This is an optimization exercise on Yosys and OpenROAD, whose aim is small area, not a production implementation.

==> flow/design.v <==
module m24aa01_eeprom (
  input  logic clock,
  input  logic rst_n,
  input  logic a0,
  input  logic a1,
  input  logic a2,
  input  logic wp,
  input  logic scl_i,
  input  logic sda_i,
  output logic sda_oe,
  output logic busy
);
  localparam int          AW         = 7;
  localparam int          OFFW       = 3;
  localparam int          PAGE_SIZE  = 8;
  localparam int          NPAGES     = 16;
  localparam int          TWC_CYCLES = 5000;
  localparam int          CW         = 13;
  localparam logic [7:0]  INIT_VALUE = 8'hFF;
  typedef enum logic [3:0] {
    S_IDLE,
    S_DEV_ADDR,
    S_DEV_ACK,
    S_WORD_ADDR,
    S_WORD_ACK,
    S_WR_DATA,
    S_WR_ACK,
    S_RD_DATA,
    S_RD_ACK
  } state_t;
  logic unused_pins;
  assign unused_pins = a0 ^ a1 ^ a2;
  logic scl_s1_q, scl_s2_q, scl_prev_q;
  logic sda_s1_q, sda_s2_q, sda_prev_q;
  always_ff @(posedge clock or negedge rst_n) begin
    if (!rst_n) begin
      scl_s1_q   <= 1'b1;
      scl_s2_q   <= 1'b1;
      scl_prev_q <= 1'b1;
      sda_s1_q   <= 1'b1;
      sda_s2_q   <= 1'b1;
      sda_prev_q <= 1'b1;
    end else begin
      scl_s1_q   <= scl_i;
      scl_s2_q   <= scl_s1_q;
      scl_prev_q <= scl_s2_q;
      sda_s1_q   <= sda_i;
      sda_s2_q   <= sda_s1_q;
      sda_prev_q <= sda_s2_q;
    end
  end
  logic scl_rise, scl_fall, start_det, stop_det;
  assign scl_rise  = scl_s2_q & ~scl_prev_q;
  assign scl_fall  = ~scl_s2_q & scl_prev_q;
  assign start_det = scl_s2_q & scl_prev_q & sda_prev_q & ~sda_s2_q;
  assign stop_det  = scl_s2_q & scl_prev_q & ~sda_prev_q & sda_s2_q;
  state_t              state_q;
  logic [3:0]          bit_cnt_q;
  logic [7:0]          shift_q;
  logic                rw_q;
  logic                master_ack_q;
  logic [AW-1:0]       pointer_q;
  logic                sda_oe_q;
  logic [PAGE_SIZE-1:0] valid_q;
  logic [7:0]          page_buf_q [PAGE_SIZE];
  logic                busy_q;
  logic [CW-1:0]       busy_cnt_q;
  logic [7:0]          mem_rd;
  logic [AW-1:0]       ptr_inc;
  logic [OFFW-1:0]     ptr_off;
  logic [OFFW-1:0]     ptr_off_inc;
  logic                byte_done;
  logic                commit_d;
  logic [15:0][7:0]    ring_q [PAGE_SIZE];
  logic [3:0]          phase_q;      
  logic                init_q;       
  logic                wr_act_q;     
  logic                wr_hit;
  logic [7:0]          rd_a_q;       
  logic                a_ok_q;       
  logic                ahead_q;      
  logic                rd_load;
  logic [AW-1:0]       fetch_addr;
  logic                fetch_hit;
  logic [7:0]          fetch_data;
  logic                ptr_load;
  logic                ptr_step;
  assign mem_rd      = rd_a_q;
  assign ptr_inc     = pointer_q + AW'(1);
  assign ptr_off     = pointer_q[OFFW-1:0];
  assign ptr_off_inc = ptr_off + OFFW'(1);
  assign byte_done   = scl_fall && (bit_cnt_q == 4'd8);
  assign commit_d = stop_det && (state_q == S_WR_DATA) && (bit_cnt_q <= 4'd1)
                    && (|valid_q) && !wp;
  assign rd_load  = !start_det && !stop_det && scl_fall &&
                    (((state_q == S_DEV_ACK) && rw_q) ||
                     ((state_q == S_RD_ACK) && master_ack_q));
  assign ptr_step = !start_det && !stop_det && (state_q == S_RD_DATA) && byte_done;
  assign ptr_load = !start_det && !stop_det && byte_done &&
                    ((state_q == S_WORD_ADDR) || (state_q == S_WR_DATA));
  always_ff @(posedge clock or negedge rst_n) begin
    if (!rst_n) begin
      state_q      <= S_IDLE;
      bit_cnt_q    <= '0;
      shift_q      <= '0;
      rw_q         <= 1'b0;
      master_ack_q <= 1'b0;
      pointer_q    <= '0;
      sda_oe_q     <= 1'b0;
      valid_q      <= '0;
    end else if (start_det) begin
      state_q   <= S_DEV_ADDR;
      bit_cnt_q <= '0;
      sda_oe_q  <= 1'b0;
      if (!(wr_act_q && !wr_hit)) valid_q <= '0;
    end else if (stop_det) begin
      state_q   <= S_IDLE;
      bit_cnt_q <= '0;
      sda_oe_q  <= 1'b0;
      if (!(wr_act_q && !wr_hit) && !commit_d) valid_q <= '0;
    end else begin
      if (wr_hit) valid_q <= '0;
      case (state_q)
        S_IDLE: begin
          sda_oe_q <= 1'b0;
        end
        S_DEV_ADDR: begin
          if (scl_rise) begin
            shift_q   <= {shift_q[6:0], sda_s2_q};
            bit_cnt_q <= bit_cnt_q + 4'd1;
          end else if (byte_done) begin
            bit_cnt_q <= '0;
            if (shift_q[7:4] == 4'b1010 && !busy_q) begin
              sda_oe_q <= 1'b1;
              rw_q     <= shift_q[0];
              state_q  <= S_DEV_ACK;
            end else begin
              sda_oe_q <= 1'b0;
              state_q  <= S_IDLE;
            end
          end
        end
        S_DEV_ACK: begin
          if (scl_fall) begin
            bit_cnt_q <= '0;
            if (rw_q) begin
              shift_q  <= mem_rd;
              sda_oe_q <= ~mem_rd[7];
              state_q  <= S_RD_DATA;
            end else begin
              sda_oe_q <= 1'b0;
              state_q  <= S_WORD_ADDR;
            end
          end
        end
        S_WORD_ADDR: begin
          if (scl_rise) begin
            shift_q   <= {shift_q[6:0], sda_s2_q};
            bit_cnt_q <= bit_cnt_q + 4'd1;
          end else if (byte_done) begin
            bit_cnt_q <= '0;
            pointer_q <= shift_q[AW-1:0];
            sda_oe_q  <= 1'b1;
            state_q   <= S_WORD_ACK;
          end
        end
        S_WORD_ACK: begin
          if (scl_fall) begin
            bit_cnt_q <= '0;
            sda_oe_q  <= 1'b0;
            state_q   <= S_WR_DATA;
          end
        end
        S_WR_DATA: begin
          if (scl_rise) begin
            shift_q   <= {shift_q[6:0], sda_s2_q};
            bit_cnt_q <= bit_cnt_q + 4'd1;
          end else if (byte_done) begin
            bit_cnt_q           <= '0;
            valid_q[ptr_off]    <= 1'b1;
            pointer_q           <= {pointer_q[AW-1:OFFW], ptr_off_inc};
            sda_oe_q            <= 1'b1;
            state_q             <= S_WR_ACK;
          end
        end
        S_WR_ACK: begin
          if (scl_fall) begin
            bit_cnt_q <= '0;
            sda_oe_q  <= 1'b0;
            state_q   <= S_WR_DATA;
          end
        end
        S_RD_DATA: begin
          if (scl_rise) begin
            bit_cnt_q <= bit_cnt_q + 4'd1;
          end else if (scl_fall) begin
            if (bit_cnt_q == 4'd8) begin
              sda_oe_q  <= 1'b0;
              pointer_q <= ptr_inc;
              state_q   <= S_RD_ACK;
            end else begin
              sda_oe_q <= ~shift_q[6];
              shift_q  <= {shift_q[6:0], 1'b0};
            end
          end
        end
        S_RD_ACK: begin
          if (scl_rise) begin
            master_ack_q <= ~sda_s2_q;
          end else if (scl_fall) begin
            bit_cnt_q <= '0;
            if (master_ack_q) begin
              shift_q  <= mem_rd;
              sda_oe_q <= ~mem_rd[7];
              state_q  <= S_RD_DATA;
            end else begin
              sda_oe_q <= 1'b0;
              state_q  <= S_IDLE;
            end
          end
        end
        default: begin
          state_q  <= S_IDLE;
          sda_oe_q <= 1'b0;
        end
      endcase
    end
  end
  always_ff @(posedge clock) begin
    if (!start_det && !stop_det && (state_q == S_WR_DATA) && !scl_rise && byte_done) begin
      page_buf_q[ptr_off] <= shift_q;
    end
  end
  always_ff @(posedge clock or negedge rst_n) begin
    if (!rst_n) begin
      phase_q  <= '0;
      init_q   <= 1'b1;
      wr_act_q <= 1'b0;
    end else begin
      phase_q <= phase_q + 4'd1;
      if (phase_q == 4'd15) init_q <= 1'b0;
      if (commit_d)         wr_act_q <= 1'b1;
      else if (wr_hit)      wr_act_q <= 1'b0;
    end
  end
  assign wr_hit = wr_act_q && (phase_q == pointer_q[AW-1:OFFW]);
  for (genvar r = 0; r < PAGE_SIZE; r++) begin : g_ring
    logic [7:0] ins;
    assign ins = init_q                ? INIT_VALUE    :
                 (wr_hit && valid_q[r]) ? page_buf_q[r] : ring_q[r][0];
    always_ff @(posedge clock) begin
      ring_q[r] <= {ins, ring_q[r][15:1]};
    end
  end
  assign fetch_addr = ahead_q ? ptr_inc : pointer_q;
  assign fetch_hit  = !init_q && (phase_q == fetch_addr[AW-1:OFFW]);
  assign fetch_data = ring_q[fetch_addr[OFFW-1:0]][0];
  always_ff @(posedge clock or negedge rst_n) begin
    if (!rst_n) begin
      rd_a_q  <= INIT_VALUE;
      a_ok_q  <= 1'b1;
      ahead_q <= 1'b0;
    end else begin
      if (rd_load) begin
        ahead_q <= 1'b1;
      end else if (ptr_step || ((start_det || stop_det) && ahead_q)) begin
        ahead_q <= 1'b0;
      end
      if (ptr_load || wr_hit || rd_load || ((start_det || stop_det) && ahead_q)) begin
        a_ok_q <= 1'b0;
      end else if (fetch_hit && !a_ok_q) begin
        rd_a_q <= fetch_data;
        a_ok_q <= 1'b1;
      end
    end
  end
  always_ff @(posedge clock or negedge rst_n) begin
    if (!rst_n) begin
      busy_q     <= 1'b0;
      busy_cnt_q <= '0;
    end else if (commit_d) begin
      busy_q     <= 1'b1;
      busy_cnt_q <= CW'(TWC_CYCLES - 1);
    end else if (busy_q) begin
      if (busy_cnt_q == '0) begin
        busy_q <= 1'b0;
      end else begin
        busy_cnt_q <= busy_cnt_q - CW'(1);
      end
    end
  end
  assign sda_oe = sda_oe_q;
  assign busy   = busy_q;
endmodule
clock: 6.0 ns
lec_check: 0
cap_margin: 20
core_margin: 2
core_utilization: 70
cts_buf_list: sky130_fd_sc_hd__clkbuf_8 sky130_fd_sc_hd__clkbuf_16
cts_cluster_diameter: 50
cts_cluster_size: 16
place_density: 0.8
slew_margin: 20
run.sh (not shown) runs the stock make flow with config.mk's settings and CLKGATE_MAP_FILE= SYNTH_SCRIPT=/design/flow/synth_recipe.tcl, a recipe that flattens the netlist after the stock synthesis.
The starting point produced a clean layout.
Edit:
- CTS_BUF_LIST: sky130_fd_sc_hd__clkbuf_8 sky130_fd_sc_hd__clkbuf_16 -> sky130_fd_sc_hd__clkbuf_16
- CTS_CLUSTER_DIAMETER: 50 -> 100
- CTS_CLUSTER_SIZE: 16 -> 28
Cell count went down by 2.1%.
Worst setup slack gets better by 0.016 ns.
Fmax rose by 0.45%.
Cell area is lower by 3.5%.
Utilization falls by 2.7 points.
First-iteration DRC count decreases by 7.9%.
No functional check of the RTL was part of any run of this note.

==> port drivers added, routing unchanged <==
How much do the figures lean on ideal ports? The routed layouts below were timed once more, with nothing changed but the port constraints. Step 1 sets driving cells, clkbuf_16 on the clock port and buf_2 on the other inputs (assumed; they add their load-dependent delay and slew). Step 2 adds t to the input delays and takes it off the output delays; t is the mean of the earliest and latest rising clock arrival at the registers after step 1. Input paths then give back, and output paths get back, about the clock's delay inside the block. a / b / c = no drivers / after step 1 / after step 2; a / b = the first two.
run | shift t [ns] | setup slack, ns | worst data-port slew with drivers (ns) | pins driven straight from the clock port
the first run | 0.671 | 2.364 / 2.364 / 2.364 | 0.03 | 1
the second run | 0.663 | 2.381 / 2.381 / 2.381 | 0.03 | 1
After both steps setup and hold are still met in every run listed.
